Context: an optimization exercise on an open-source flow, tuned for small area, a short achievable clock period and few clock cycles. The choices shown serve that exercise and are no tape-out recipe.
RTL that was checked went through simulation tests only; none was proved equivalent to the original.
No activity file was given, so power comes from the tool's default toggle rates.

## the previous run
// lidar_scan_packet_deframer
module lidar_scan_packet_deframer
(
  input  logic        clk,
  input  logic        rst,
  input  logic        s_tvalid,
  output logic        s_tready,
  input  logic [7:0]  s_tdata,
  output logic        m_tvalid,
  input  logic        m_tready,
  output logic [63:0] m_tdata,
  output logic [2:0]  m_tuser,
  output logic        m_tlast,
  input  logic        psel,
  input  logic        penable,
  input  logic        pwrite,
  input  logic [2:0]  paddr,
  input  logic [31:0] pwdata,
  output logic [31:0] prdata,
  output logic        pready
);
Size: about 2400 cells after synthesis.
Settings: LEC_CHECK=0, ABC_CLOCK_PERIOD_IN_PS=2000, CAP_MARGIN=20, CORE_MARGIN=2, CORE_UTILIZATION=30, CTS_CLUSTER_DIAMETER=100, CTS_CLUSTER_SIZE=30, SETUP_SLACK_MARGIN=2.3, SLEW_MARGIN=20; clock period 4.5 ns.
run.sh (not shown) runs the stock make flow with config.mk's settings and CLKGATE_MAP_FILE= SYNTH_SCRIPT=/design/flow/synth_recipe.tcl, a recipe that flattens the netlist after the stock synthesis.
Input-level comparison between the current run and the previous run:
-- flow/design.v --
<<< the previous run, line 327
  logic [9:0] rd_g;
  logic [3:0] rd_s;
  logic [15:0] grp_word [0:9];
  always_comb begin
    for (int g = 0; g < 10; g++) begin
      grp_word[g] = '0;
      for (int k = 0; k < 4; k++) grp_word[g] = grp_word[g] | (mem[4*g+k] & {16{rd_s[k]}});
    end
    rd_word = '0;
    for (int g = 0; g < 10; g++) rd_word = rd_word | (grp_word[g] & {16{rd_g[g]}});
  end
  always_ff @(posedge clk) begin
>>> the current run, line 327
  logic [9:0] rd_g;
  logic [3:0] rd_s;
  logic [15:0] sub_word [0:3];
  always_comb begin
    for (int k = 0; k < 4; k++) begin
      sub_word[k] = '0;
      for (int g = 0; g < 10; g++) sub_word[k] = sub_word[k] | (mem[4*g+k] & {16{rd_g[g]}});
    end
    rd_word = '0;
    for (int k = 0; k < 4; k++) rd_word = rd_word | (sub_word[k] & {16{rd_s[k]}});
  end
  always_ff @(posedge clk) begin
## What came out
Number of non-clock buffers in the current run vs the previous run: down 10
On adder-cell share of the synthesized area, the previous run and the current run are neck and neck.
Of the previous run and the current run, the lower internal power belongs to the current run.
Looking at first element of the critical path, the out_i[4] result is from the current run; the rd_s[3] one comes from the previous run.
Compare the previous run and the current run | total power draw higher: the previous run
Diff the previous run -> the current run: layout multi-input combinational cell count lost 114, via count lost 0.42%.
The current run vs. the previous run: met2 capacity usage during global routing +1.7 points; end-of-flow core utilization went down; maximum resistive drop on vdd increased 26%; max-slew headroom at the worst pin decreased by 5.5 points relative to the old numbers.
Sequential share of layout area, the previous run and the current run: larger value in the current run
Re average detailed-routed wire length per instance: the previous run was lower than the current run.
Testbench counts of the current run, summed over its fixed seeds: cycles 18,635.
Function not checked in the previous run: the RTL went through the layout flow alone.

========
## main
Another version of the RTL of lidar_scan_packet_deframer (not shown whole).
For scale: about 2300 cells after synthesis, about 900 flip-flops, about 35000 sq um of cells after synthesis.
==> flow/design.v (excerpt) <==
module lidar_scan_packet_deframer
(
  input  logic        clk,
  input  logic        rst,
  input  logic        s_tvalid,
  output logic        s_tready,
  input  logic [7:0]  s_tdata,
  output logic        m_tvalid,
  input  logic        m_tready,
  output logic [63:0] m_tdata,
  output logic [2:0]  m_tuser,
  output logic        m_tlast,
  input  logic        psel,
  input  logic        penable,
  input  logic        pwrite,
  input  logic [2:0]  paddr,
  input  logic [31:0] pwdata,
  output logic [31:0] prdata,
  output logic        pready
);
  localparam int DEPTH = 40;
  logic [CNT_W-1:0] sample_limit;
  lspd_regs u_regs (
    .clk          (clk),
    .rst          (rst),
    .psel         (psel),
    .penable      (penable),
    .pwrite       (pwrite),
    .paddr        (paddr),
    .pwdata       (pwdata),
    .prdata       (prdata),
    .pready       (pready),
    .sample_limit (sample_limit),
    .count_max    (cmax)
  );
  function automatic logic [5:0] inc40(input logic [5:0] p);
    inc40 = (p == 6'd39) ? 6'd0 : p + 6'd1;
  endfunction
  localparam int S_HDR0 = 0, S_HDR1 = 1, S_TYPE = 2, S_COUNT = 3, S_SA_LO = 4,
                 S_SA_HI = 5, S_EA_LO = 6, S_EA_HI = 7, S_CK_LO = 8, S_CK_HI = 9,
                 S_SMP_LO = 10, S_SMP_HI = 11, S_CKERR = 12;
  localparam logic [12:0] ST_HUNT = 13'd1;
  logic       rdy;
  logic       h_v;
  logic [7:0] h_b;
  logic       h_aa, h_55, h_le1, h_eq1, h_cok, h_hiok;
  logic       accept;
  logic       go;
  logic       stall;
  logic [5:0] cmax;
  logic [12:0] st, st_nx;
  logic [15:0] xsum;
  assign s_tready = rdy;
  ...
clock: 4.5 ns
lec_check: 0
abc_clock_period_in_ps: 2000
cap_margin: 20
core_margin: 2
core_utilization: 40
setup_slack_margin: 2.3
slew_margin: 20
#### Input delta (the feature branch over main)
--- a/flow/design.v
+++ b/flow/design.v
@@ -169,12 +169,13 @@
   logic        last;
   logic        good;
   logic        ckerr;
   logic [15:0] mem [0:DEPTH-1];
   logic [5:0]  wp, cp, rd;
   logic [5:0]  used;       
+  logic [5:0]  ncomm;      
   logic        nz;         
   logic        cm_pend;    
   logic [5:0]  pp_start;   
   logic        ld;         
   assign word  = {h_b, held};
   assign last  = (rem == 6'd1);
@@ -207,14 +208,15 @@
     st_nx[S_CK_HI]  = st[S_CK_LO];
     st_nx[S_SMP_LO] = st[S_CK_HI] || (st[S_SMP_HI] && !last);
     st_nx[S_SMP_HI] = st[S_SMP_LO];
     st_nx[S_CKERR]  = ckerr;
   end
   logic        cm1;        
-  logic        full;       
+  logic        full;
   logic [15:0] wdata;
+  assign full  = (used == 6'd40);
   assign cm1   = (go && err) || st[S_CKERR];
   assign wdata = st[S_SMP_HI] ? word : {13'd0, code};
   always_ff @(posedge clk) begin
     if (rst) begin
       st  <= ST_HUNT;
       rdy <= 1'b1;
@@ -240,54 +242,59 @@
       if (st[S_SMP_HI]) rem <= rem - 6'd1;
       if (st[S_SA_HI]) p_sa <= word[15:1];
       if (st[S_EA_HI]) p_ea <= word[15:1];
       if (st[S_SMP_LO]) lo_ok <= (h_b == xsum[7:0]);
     end
   end
-  logic       smp_go, cm_any, cfull;
-  logic [5:0] uc0, uc1, ub, rd_nx, cp_nx;
+  logic       smp_go, cm_any;
+  logic [5:0] nc0, nc1, uc0, uc1, nc_pc;
+  logic       nz0, nz1;
   assign smp_go = go && st[S_SMP_HI];
   assign cm_any = cm1 || (smp_go && good);
-  assign rd_nx  = ld ? inc40(rd) : rd;
-  assign cp_nx  = cm_any ? inc40(wp) : cp;
+  assign nc_pc  = ncomm + p_c;
   always_comb begin
-    if (st[S_CKERR]) begin
-      uc0 = ub + 6'd1;     uc1 = ub;
-    end else if ((go && err) || (smp_go && !ckerr)) begin
+    if (cm1) begin
+      nc0 = ncomm + 6'd1;  nc1 = ncomm;
+    end else if (smp_go && good) begin
+      nc0 = nc_pc;         nc1 = nc_pc - 6'd1;
+    end else begin
+      nc0 = ncomm;         nc1 = ncomm - 6'd1;
+    end
+    if (cm1 || (smp_go && !ckerr)) begin
       uc0 = used + 6'd1;   uc1 = used;
+    end else if (smp_go) begin
+      uc0 = ncomm;         uc1 = ncomm - 6'd1;
     end else begin
       uc0 = used;          uc1 = used - 6'd1;
     end
+    nz0 = cm_any || (ncomm != 6'd0);
+    nz1 = cm_any || (ncomm > 6'd1);
   end
   always_ff @(posedge clk) begin
     if (rst) begin
       wp    <= '0;
       cp    <= '0;
       used  <= '0;
-      full  <= 1'b0;
+      ncomm <= '0;
       nz    <= 1'b0;
-      cfull <= 1'b0;
     end else begin
       used  <= ld ? uc1 : uc0;
-      full  <= ld ? (uc1 == 6'd40) : (uc0 == 6'd40);
-      cp    <= cp_nx;
-      nz    <= cm_any || (cfull && !ld) || (rd_nx != cp);
-      cfull <= cm_any ? (cp_nx == rd_nx) : (cfull && !ld);
+      ncomm <= ld ? nc1 : nc0;
+      nz    <= ld ? nz1 : nz0;
       if (cm1) begin
         wp <= inc40(wp);
+        cp <= inc40(wp);
       end else if (smp_go && ckerr) begin
         wp <= cp;
       end else if (smp_go) begin
         wp <= inc40(wp);
+        if (good) cp <= inc40(wp);
       end
     end
   end
   always_ff @(posedge clk) begin
-    if (smp_go && ckerr) ub <= (ld ? used - 6'd1 : used) - p_c + 6'd1;
-  end
-  always_ff @(posedge clk) begin
     if (!full) mem[wp] <= wdata;
     if (go && good) pp_start <= cp;
   end
   logic        pkt_act;    
   logic [5:0]  r_left;     
   logic [14:0] d_sa, d_ea;
--- outcome ---
- main → the feature branch: synthesized area now larger, flip-flop and latch count comparable, post-placement worst setup slack now larger.
- Looking at highest net fanout along the worst path, the feature branch sits below main.
- Worst setup slack ended up 0.067 ns higher on the feature branch than on main.
- | portion of total power attributed to combinational logic | higher: main |
- For the feature branch, the start point of the critical path was p_c[0]$_DFFE_PP_, unlike main, where it was rem[3]$_DFFE_PP_.
- The feature branch: no failed stages, no open violations at the end
- The number of distinct library cells after synthesis number comes out higher for the feature branch vs main.
- Compared with main, the feature branch shows a final hold slack that is 0.0048 ns higher.
- The feature branch against main: number of signal-net buffers in the layout -about 7%, wire length of the first global-routing pass +about 1.9%, number of hold buffers added after cts ~0 delta, cell count +about 0.5%, multiplexer fraction of the synthesized cell area ~0 delta.
No run of this note included a check of the RTL's function; only the layout flow was run.

-- what the ideal ports hide --
In the flow no input, the clock included, has a driving cell. The finished layouts below were timed again as built, in two steps. Step 1, drivers: a clkbuf_16 drives clk and a buf_2 each remaining input, both assumed. Step 2 moves the port delays by t, midway between the first and last clock arrival at a register: inputs arrive t later, outputs are due t later. That takes back most of the time a late clock gives input paths. Slacks: no drivers / after step 1 / after step 2; pairs: no drivers / after step 1.
| run | t (ns) | setup WS [ns] | hold WS [ns] |
|---|---|---|---|
| the previous run | 0.669 | 2.284 / 2.258 / 1.756 | 0.465 / 0.465 / 0.465 |
| the current run | 0.677 | 2.300 / 2.240 / 1.679 | 0.461 / 0.461 / 0.461 |
| main | 0.708 | 2.023 / 2.023 / 1.442 | 0.451 / 0.451 / 0.451 |
| the feature branch | 0.708 | 2.090 / 2.090 / 1.718 | 0.456 / 0.449 / 0.456 |
After both steps setup and hold are still met in every run listed. The setup slack of the current run, which loses most, moves by -0.060 ns with the drivers and by -0.621 ns with both steps.
